This design comes from an exercise in tuning for small area and a short achievable clock period on the open sky130 flow, not from production work.
Where RTL was checked, it was by simulation tests only, not by an equivalence proof against the original.
The clock port is modelled as an ideal driver, which makes a skipped or thinned clock tree look cheaper than it is; a real chip needs a root buffer or a tree.
Power figures rest on the tool's default switching activity, not on a simulated workload.

## v6
// simple_fixed_2
module simple_fixed_2
(
    input  logic         clk,
    input  logic         reset,
    input  logic [0:10]  op,
    input  logic [2:0]   format,
    input  logic [6:0]   rt_addr,
    input  logic [0:127] ra,
    input  logic [0:127] rb,
    input  logic [0:17]  imm,
    input  logic         reg_write,
    output logic [0:127] rt_wb,
    output logic [6:0]   rt_addr_wb,
    output logic         reg_write_wb
);
Size: roughly 2600 cells after synthesis, roughly 24000 µm² of cells after synthesis.
Settings: LEC_CHECK=0, CAP_MARGIN=20, CORE_MARGIN=2, CORE_UTILIZATION=60, SETUP_SLACK_MARGIN=3.9, SLEW_MARGIN=20; clock period 6.0 ns.
standard.sh (not shown) runs the stock make flow with config.mk's settings and CLKGATE_MAP_FILE= SYNTH_SCRIPT=/design/flow/synth_recipe.tcl, a recipe that flattens the netlist after the stock synthesis.
==> flow/flow/run.sh <==
#!/bin/bash
# Standard ORFS layout with plain buf_1 port buffers and a two-level clock
# tree built by flow/mycts.tcl in place of the flow's clock tree synthesis.
set -euo pipefail
bash standard.sh "BUFFER_PORTS_ARGS=-buffer_cell sky130_fd_sc_hd__buf_1" "PRE_CTS_TCL=$PWD/flow/mycts.tcl" finish > standard.log 2>&1
Other scripts of this flow, unchanged in this note and not shown: flow/flow/mycts.tcl
[inputs] v7 vs v6
# v6
export LEC_CHECK = 0
export CAP_MARGIN = 20
export CORE_MARGIN = 2
export CORE_UTILIZATION = 60
export SETUP_SLACK_MARGIN = 3.9
export SLEW_MARGIN = 20
create_clock -name core_clock -period 6.0 [get_ports {clk}]
# v7
export LEC_CHECK = 0
export CAP_MARGIN = 20
export CORE_MARGIN = 2
export CORE_UTILIZATION = 60
export SETUP_SLACK_MARGIN = 3.85
export SLEW_MARGIN = 20
create_clock -name core_clock -period 6.0 [get_ports {clk}]
Notes after the runs:
Compared with v6, in v7 share of the core filled with cells -1.1 points, area growth from synthesis to layout fell 1.7 points, clock network fraction of total power has remained practically unchanged, number of setup buffers added after CTS lower, fraction of area in registers +0.55 points.
Relative to v6, v7 improves first-pass GRT wire length.
In the tables for v6 and v7, routed wire length reads higher with v6.
Side by side, setup slack turned out lower in v7 than in v6.
For total instance count after detailed placement, v7 and v6 come out practically identical.
When v7 is measured against v6, its global-route usage over all layers turns out 0.50 points lower.
Total power went down slightly going from v6 to v7.
Function was not checked in any run of this note: the RTL went through the layout flow alone. No run of this note takes its clock network from TritonCTS; it comes from the design's own scripts or RTL.

========
Setup of lane 1:
Another version of the RTL of simple_fixed_2 (not shown whole).
Size in the first run: ~2600 cells after synthesis, about 490 flip-flops, roughly 430 I/O pins.
Design simple_fixed_2, start of the top module:
module simple_fixed_2
(
    input  logic         clk,
    input  logic         reset,
    input  logic [0:10]  op,
    input  logic [2:0]   format,
    input  logic [6:0]   rt_addr,
    input  logic [0:127] ra,
    input  logic [0:127] rb,
    input  logic [0:17]  imm,
    input  logic         reg_write,
    output logic [0:127] rt_wb,
    output logic [6:0]   rt_addr_wb,
    output logic         reg_write_wb
);
==> flow/config.mk <==
export PLATFORM = sky130hd
export DESIGN_NAME = simple_fixed_2
export DESIGN_NICKNAME = simple_fixed_2
export VERILOG_FILES = /design/flow/design.v
export SDC_FILE = /design/flow/constraint.sdc
export NUM_CORES = 4
export LEC_CHECK = 0
export CAP_MARGIN = 20
export CORE_MARGIN = 2
export CORE_UTILIZATION = 60
export SETUP_SLACK_MARGIN = 3.8
export SLEW_MARGIN = 20
==> flow/constraint.sdc <==
create_clock -name core_clock -period 6.0 [get_ports {clk}]
set_input_delay 1.2000 -clock core_clock [delete_from_list [all_inputs] [get_ports {clk}]]
set_output_delay 1.2000 -clock core_clock [all_outputs]
set_load 0.01 [all_outputs]
==> flow/flow/mycts.tcl <==
# Two-level clock tree. The flip-flops are split by position into 2 x 2
# quadrants of equal count, and each quadrant into cols x rows groups of
# equal count. The clock port drives one clkbuf_16 per quadrant, at the
# middle of its flip-flops; each of these drives one clkbuf_16 per group,
# at the middle of the group's flip-flops, which drives the group's clock pins.
proc my_split {items idx parts} {
  set s [lsort -integer -index $idx $items]
  set n [llength $s]
  set out {}
  for {set i 0} {$i < $parts} {incr i} {
    lappend out [lrange $s [expr {$i * $n / $parts}] [expr {($i + 1) * $n / $parts - 1}]]
  }
  return $out
}

proc my_middle {items} {
  set sx 0; set sy 0
  foreach s $items { incr sx [lindex $s 1]; incr sy [lindex $s 2] }
  set n [llength $items]
  return [list [expr {$sx / $n}] [expr {$sy / $n}]]
}

proc my_buffer {name xy innet} {
  set block [ord::get_db_block]
  set b [odb::dbInst_create $block [[ord::get_db] findMaster sky130_fd_sc_hd__clkbuf_16] $name]
  $b setLocation [lindex $xy 0] [lindex $xy 1]
  $b setPlacementStatus PLACED
  set net [odb::dbNet_create $block net_$name]
  $net setSigType CLOCK
  [$b findITerm A] connect $innet
  [$b findITerm X] connect $net
  return $net
}

proc my_two_level_cts {cols rows} {
  set block [ord::get_db_block]
  set clk [$block findNet clk]
  set sinks {}
  foreach it [$clk getITerms] {
    set b [[$it getInst] getBBox]
    lappend sinks [list $it [expr {([$b xMin] + [$b xMax]) / 2}] [expr {([$b yMin] + [$b yMax]) / 2}]]
  }
  foreach s $sinks { [lindex $s 0] disconnect }
  puts "mycts: [llength $sinks] sinks, 4 quadrants of $cols x $rows groups"
  set q 0
  foreach half [my_split $sinks 1 2] {
    foreach quad [my_split $half 2 2] {
      set qnet [my_buffer clkbuf_q$q [my_middle $quad] $clk]
      set g 0
      foreach col [my_split $quad 1 $cols] {
        foreach grp [my_split $col 2 $rows] {
          set lnet [my_buffer clkbuf_q${q}_$g [my_middle $grp] $qnet]
          foreach s $grp { [lindex $s 0] connect $lnet }
          incr g
        }
      }
      incr q
    }
  }
}

my_two_level_cts 3 3
# the tree is built; make the flow's own clock tree step a no-op
rename clock_tree_synthesis orfs_clock_tree_synthesis
proc clock_tree_synthesis {args} { puts "clock tree built by flow/mycts.tcl" }
Scripts as last shown in full above: flow/flow/run.sh
Per the final summary, lane 1 finished and its layout is clean on timing, DRC and antenna.
Setup changes, lane 1 to lane 2
-- flow/flow/mycts.tcl --
<<< lane 1, line 2
# quadrants of equal count, and each quadrant into cols x rows groups of
# equal count. The clock port drives one clkbuf_16 per quadrant, at the
# middle of its flip-flops; each of these drives one clkbuf_16 per group,
# at the middle of the group's flip-flops, which drives the group's clock pins.
proc my_split {items idx parts} {
>>> lane 2, line 2
# quadrants of equal count, and each quadrant into cols x rows groups of
# equal count. The clock port drives one clkbuf_16 per quadrant, at the
# middle of its flip-flops; each of these drives one leaf buffer per group,
# at the middle of the group's flip-flops, which drives the group's clock pins.
proc my_split {items idx parts} {
<<< lane 1, line 21
}

proc my_buffer {name xy innet} {
  set block [ord::get_db_block]
  set b [odb::dbInst_create $block [[ord::get_db] findMaster sky130_fd_sc_hd__clkbuf_16] $name]
  $b setLocation [lindex $xy 0] [lindex $xy 1]
  $b setPlacementStatus PLACED
>>> lane 2, line 21
}

proc my_buffer {name xy innet {cell sky130_fd_sc_hd__clkbuf_16}} {
  set block [ord::get_db_block]
  set b [odb::dbInst_create $block [[ord::get_db] findMaster $cell] $name]
  $b setLocation [lindex $xy 0] [lindex $xy 1]
  $b setPlacementStatus PLACED
<<< lane 1, line 33
}

proc my_two_level_cts {cols rows} {
  set block [ord::get_db_block]
  set clk [$block findNet clk]
>>> lane 2, line 33
}

proc my_two_level_cts {cols rows {leaf sky130_fd_sc_hd__clkbuf_16}} {
  set block [ord::get_db_block]
  set clk [$block findNet clk]
<<< lane 1, line 50
      foreach col [my_split $quad 1 $cols] {
        foreach grp [my_split $col 2 $rows] {
          set lnet [my_buffer clkbuf_q${q}_$g [my_middle $grp] $qnet]
          foreach s $grp { [lindex $s 0] connect $lnet }
          incr g
>>> lane 2, line 50
      foreach col [my_split $quad 1 $cols] {
        foreach grp [my_split $col 2 $rows] {
          set lnet [my_buffer clkbuf_q${q}_$g [my_middle $grp] $qnet $leaf]
          foreach s $grp { [lindex $s 0] connect $lnet }
          incr g
<<< lane 1, line 60
}

my_two_level_cts 3 3
# the tree is built; make the flow's own clock tree step a no-op
rename clock_tree_synthesis orfs_clock_tree_synthesis
>>> lane 2, line 60
}

my_two_level_cts 2 3 
# the tree is built; make the flow's own clock tree step a no-op
rename clock_tree_synthesis orfs_clock_tree_synthesis
-- flow/config.mk --
<<< lane 1, line 9
export CORE_MARGIN = 2
export CORE_UTILIZATION = 60
export SETUP_SLACK_MARGIN = 3.8
export SLEW_MARGIN = 20
>>> lane 2, line 9
export CORE_MARGIN = 2
export CORE_UTILIZATION = 60
export PLACE_DENSITY = 0.75
export SETUP_SLACK_MARGIN = 3.9
export SLEW_MARGIN = 20
==> comparison <==
- Final area: lane 2 and lane 1 compared, lower one is lane 1
- Final setup slack of the worst path came out lower on lane 2 than on lane 1.
- Lane 2 vs lane 1 — total of fill cells in the finished design dropped by a few percent
- Every stage of the flow completed for lane 2, and the final layout passed the timing, DRC and antenna checks.
Changes in lane 3 relative to lane 2:
-- flow/flow/mycts.tcl --
<<< lane 2, line 60
}

my_two_level_cts 2 3 
# the tree is built; make the flow's own clock tree step a no-op
rename clock_tree_synthesis orfs_clock_tree_synthesis
>>> lane 3, line 60
}

my_two_level_cts 3 3 
# the tree is built; make the flow's own clock tree step a no-op
rename clock_tree_synthesis orfs_clock_tree_synthesis
-- flow/config.mk --
<<< lane 2, line 9
export CORE_MARGIN = 2
export CORE_UTILIZATION = 60
export PLACE_DENSITY = 0.75
export SETUP_SLACK_MARGIN = 3.9
export SLEW_MARGIN = 20
>>> lane 3, line 9
export CORE_MARGIN = 2
export CORE_UTILIZATION = 60
export SETUP_SLACK_MARGIN = 3.85
export SLEW_MARGIN = 20
### Flow results
The run with more setup slack is lane 3; lane 2 has less.
Status: cell count after placement parity (lane 3, lane 2)
Relative to lane 2, total design power has gone up in lane 3.
On routed wire length, the lower figure sits with lane 3, not lane 2.
Minimum clock period after layout on lane 3 is down relative to lane 2.
Critical path's slowest cell = sky130_fd_sc_hd__dfrtp_1: lane 2; critical path's slowest cell = sky130_fd_sc_hd__mux2_4: lane 3
Per the comparison of lane 3 with lane 2, worst path buffer plus inverter count increased by 2 relative to the old numbers; routing usage on met1 decreased by 2.7 points relative to the old numbers.
Modified inputs, lane 4 compared to lane 3
-- flow/flow/mycts.tcl --
<<< lane 3, line 60
}

my_two_level_cts 3 3 
# the tree is built; make the flow's own clock tree step a no-op
rename clock_tree_synthesis orfs_clock_tree_synthesis
>>> lane 4, line 60
}

my_two_level_cts 3 3 sky130_fd_sc_hd__clkbuf_8
# the tree is built; make the flow's own clock tree step a no-op
rename clock_tree_synthesis orfs_clock_tree_synthesis
-- flow/config.mk --
<<< lane 3, line 9
export CORE_MARGIN = 2
export CORE_UTILIZATION = 60
export SETUP_SLACK_MARGIN = 3.85
export SLEW_MARGIN = 20
>>> lane 4, line 9
export CORE_MARGIN = 2
export CORE_UTILIZATION = 60
export SETUP_SLACK_MARGIN = 3.9
export SLEW_MARGIN = 20
==> comparison <==
- Both conditions hold for lane 4: the flow ran to the end and the final layout passed the timing, DRC and antenna checks.
- Critical path class = input pin to flop: lane 3; critical path class = flop to flop: lane 4
- Post-route cell area | lane 4 above lane 3
- Initial detailed-routing violation count (lane 4 vs. lane 3) increases by more than 10%
- Lane 4 vs. lane 3: net switching power has decreased, worst setup slack picked up an extra 0.0067 ns, final worst hold slack picked up an extra 0.0084 ns, clock period minus worst slack decreased by 0.0067 ns relative to the old numbers.
- The run showing the smaller measured slew at the worst slew-check pin is lane 4.
- Delta (lane 4 minus lane 3): worst-case vdd ir drop decreased about 14%, number of non-filler instances in the completed layout went up about 0.7%.
diff inputs: lane 4 => lane 5
==> flow/flow/mycts.tcl <==
# Two-level clock tree. The flip-flops are split by position into 2 x 2
# quadrants of equal count, and each quadrant into cols x rows groups of
# equal count. The clock port drives one clkbuf_16 per quadrant, at the
# middle of its flip-flops; each of these drives one clkbuf_16 per group,
# at the middle of the group's flip-flops, which drives the group's clock pins.
proc my_split {items idx parts} {
  set s [lsort -integer -index $idx $items]
  set n [llength $s]
  set out {}
  for {set i 0} {$i < $parts} {incr i} {
    lappend out [lrange $s [expr {$i * $n / $parts}] [expr {($i + 1) * $n / $parts - 1}]]
  }
  return $out
}

proc my_middle {items} {
  set sx 0; set sy 0
  foreach s $items { incr sx [lindex $s 1]; incr sy [lindex $s 2] }
  set n [llength $items]
  return [list [expr {$sx / $n}] [expr {$sy / $n}]]
}

proc my_buffer {name xy innet} {
  set block [ord::get_db_block]
  set b [odb::dbInst_create $block [[ord::get_db] findMaster sky130_fd_sc_hd__clkbuf_16] $name]
  $b setLocation [lindex $xy 0] [lindex $xy 1]
  $b setPlacementStatus PLACED
  set net [odb::dbNet_create $block net_$name]
  $net setSigType CLOCK
  [$b findITerm A] connect $innet
  [$b findITerm X] connect $net
  return $net
}

proc my_two_level_cts {cols rows} {
  set block [ord::get_db_block]
  set clk [$block findNet clk]
  set sinks {}
  foreach it [$clk getITerms] {
    set b [[$it getInst] getBBox]
    lappend sinks [list $it [expr {([$b xMin] + [$b xMax]) / 2}] [expr {([$b yMin] + [$b yMax]) / 2}]]
  }
  foreach s $sinks { [lindex $s 0] disconnect }
  puts "mycts: [llength $sinks] sinks, 4 quadrants of $cols x $rows groups"
  set q 0
  foreach half [my_split $sinks 1 2] {
    foreach quad [my_split $half 2 2] {
      set qnet [my_buffer clkbuf_q$q [my_middle $quad] $clk]
      set g 0
      foreach col [my_split $quad 1 $cols] {
        foreach grp [my_split $col 2 $rows] {
          set lnet [my_buffer clkbuf_q${q}_$g [my_middle $grp] $qnet]
          foreach s $grp { [lindex $s 0] connect $lnet }
          incr g
        }
      }
      incr q
    }
  }
}

my_two_level_cts 2 3
# the tree is built; make the flow's own clock tree step a no-op
rename clock_tree_synthesis orfs_clock_tree_synthesis
proc clock_tree_synthesis {args} { puts "clock tree built by flow/mycts.tcl" }
Lane 5: PASS, flow complete, no timing, DRC or antenna violations. ~same multi-input combinational cell area in lane 5 and lane 4. Lane 5 ends up with a reported leakage power that is 0.57% lower than in lane 4. Of lane 5 and lane 4, lane 5 shows the lower minimum period implied by the final worst setup slack, with lane 4 above it. Via count of lane 5 is on par with lane 4. Diff lane 5..lane 4 | first-pass GRT wire length | negligible. Looking at lane 5 and lane 4, the total routing usage reported by global routing is a wash. Going from lane 4 to lane 5, critical path depth moved down; final weighted congestion of routability-driven global placement did not really move. Comparing lane 5 with lane 4, the sequential fraction of total cell area came out essentially unchanged.
In every run of this note, the design's own scripts or RTL, not TritonCTS, make the clock network.

==> separate check: timing with driven ports <==
The flow's constraints put no driver on any port. The routed layouts listed below were extracted and timed again, unchanged, in two steps. Step 1: set_driving_cell puts a clkbuf_16 on clk and a buf_2 on each other input, an assumption about the parent block. Step 2 moves the port delays by t, midway between the first and last clock arrival at a register: inputs arrive t later, outputs are due t later. That takes back most of the time a late clock gives input paths. Slacks: ideal ports / drivers / drivers and shift; pairs: ideal ports / drivers.
| run | t, ns | setup WS [ns] | worst hold slack (ns) | slew at the worst register clock pin (ns) | worst data-port slew with drivers (ns) |
|---|---|---|---|---|---|
| v6 | 0.467 | 3.819 / 3.732 / 3.394 | 0.354 / 0.354 / 0.354 | 0.10 / 0.10 | 0.23 |
| v7 | 0.467 | 3.810 / 3.739 / 3.425 | 0.350 / 0.350 / 0.350 | 0.09 / 0.09 | 0.20 |
| lane 1 | 0.490 | 3.829 / 3.707 / 3.340 | 0.345 / 0.345 / 0.345 | 0.07 / 0.07 | 0.16 |
| lane 2 | 0.470 | 3.813 / 3.687 / 3.454 | 0.354 / 0.354 / 0.354 | 0.10 / 0.10 | 0.20 |
| lane 3 | 0.490 | 3.818 / 3.706 / 3.328 | 0.348 / 0.348 / 0.348 | 0.07 / 0.07 | 0.14 |
| lane 4 | 0.480 | 3.824 / 3.708 / 3.368 | 0.356 / 0.356 / 0.356 | 0.12 / 0.12 | 0.16 |
| lane 5 | 0.474 | 3.864 / 3.737 / 3.376 | 0.354 / 0.354 / 0.354 | 0.09 / 0.09 | 0.17 |
After both steps every run listed still meets setup and hold. The setup slack of lane 3, which loses most, moves by -0.112 ns with the drivers and by -0.490 ns with both steps.
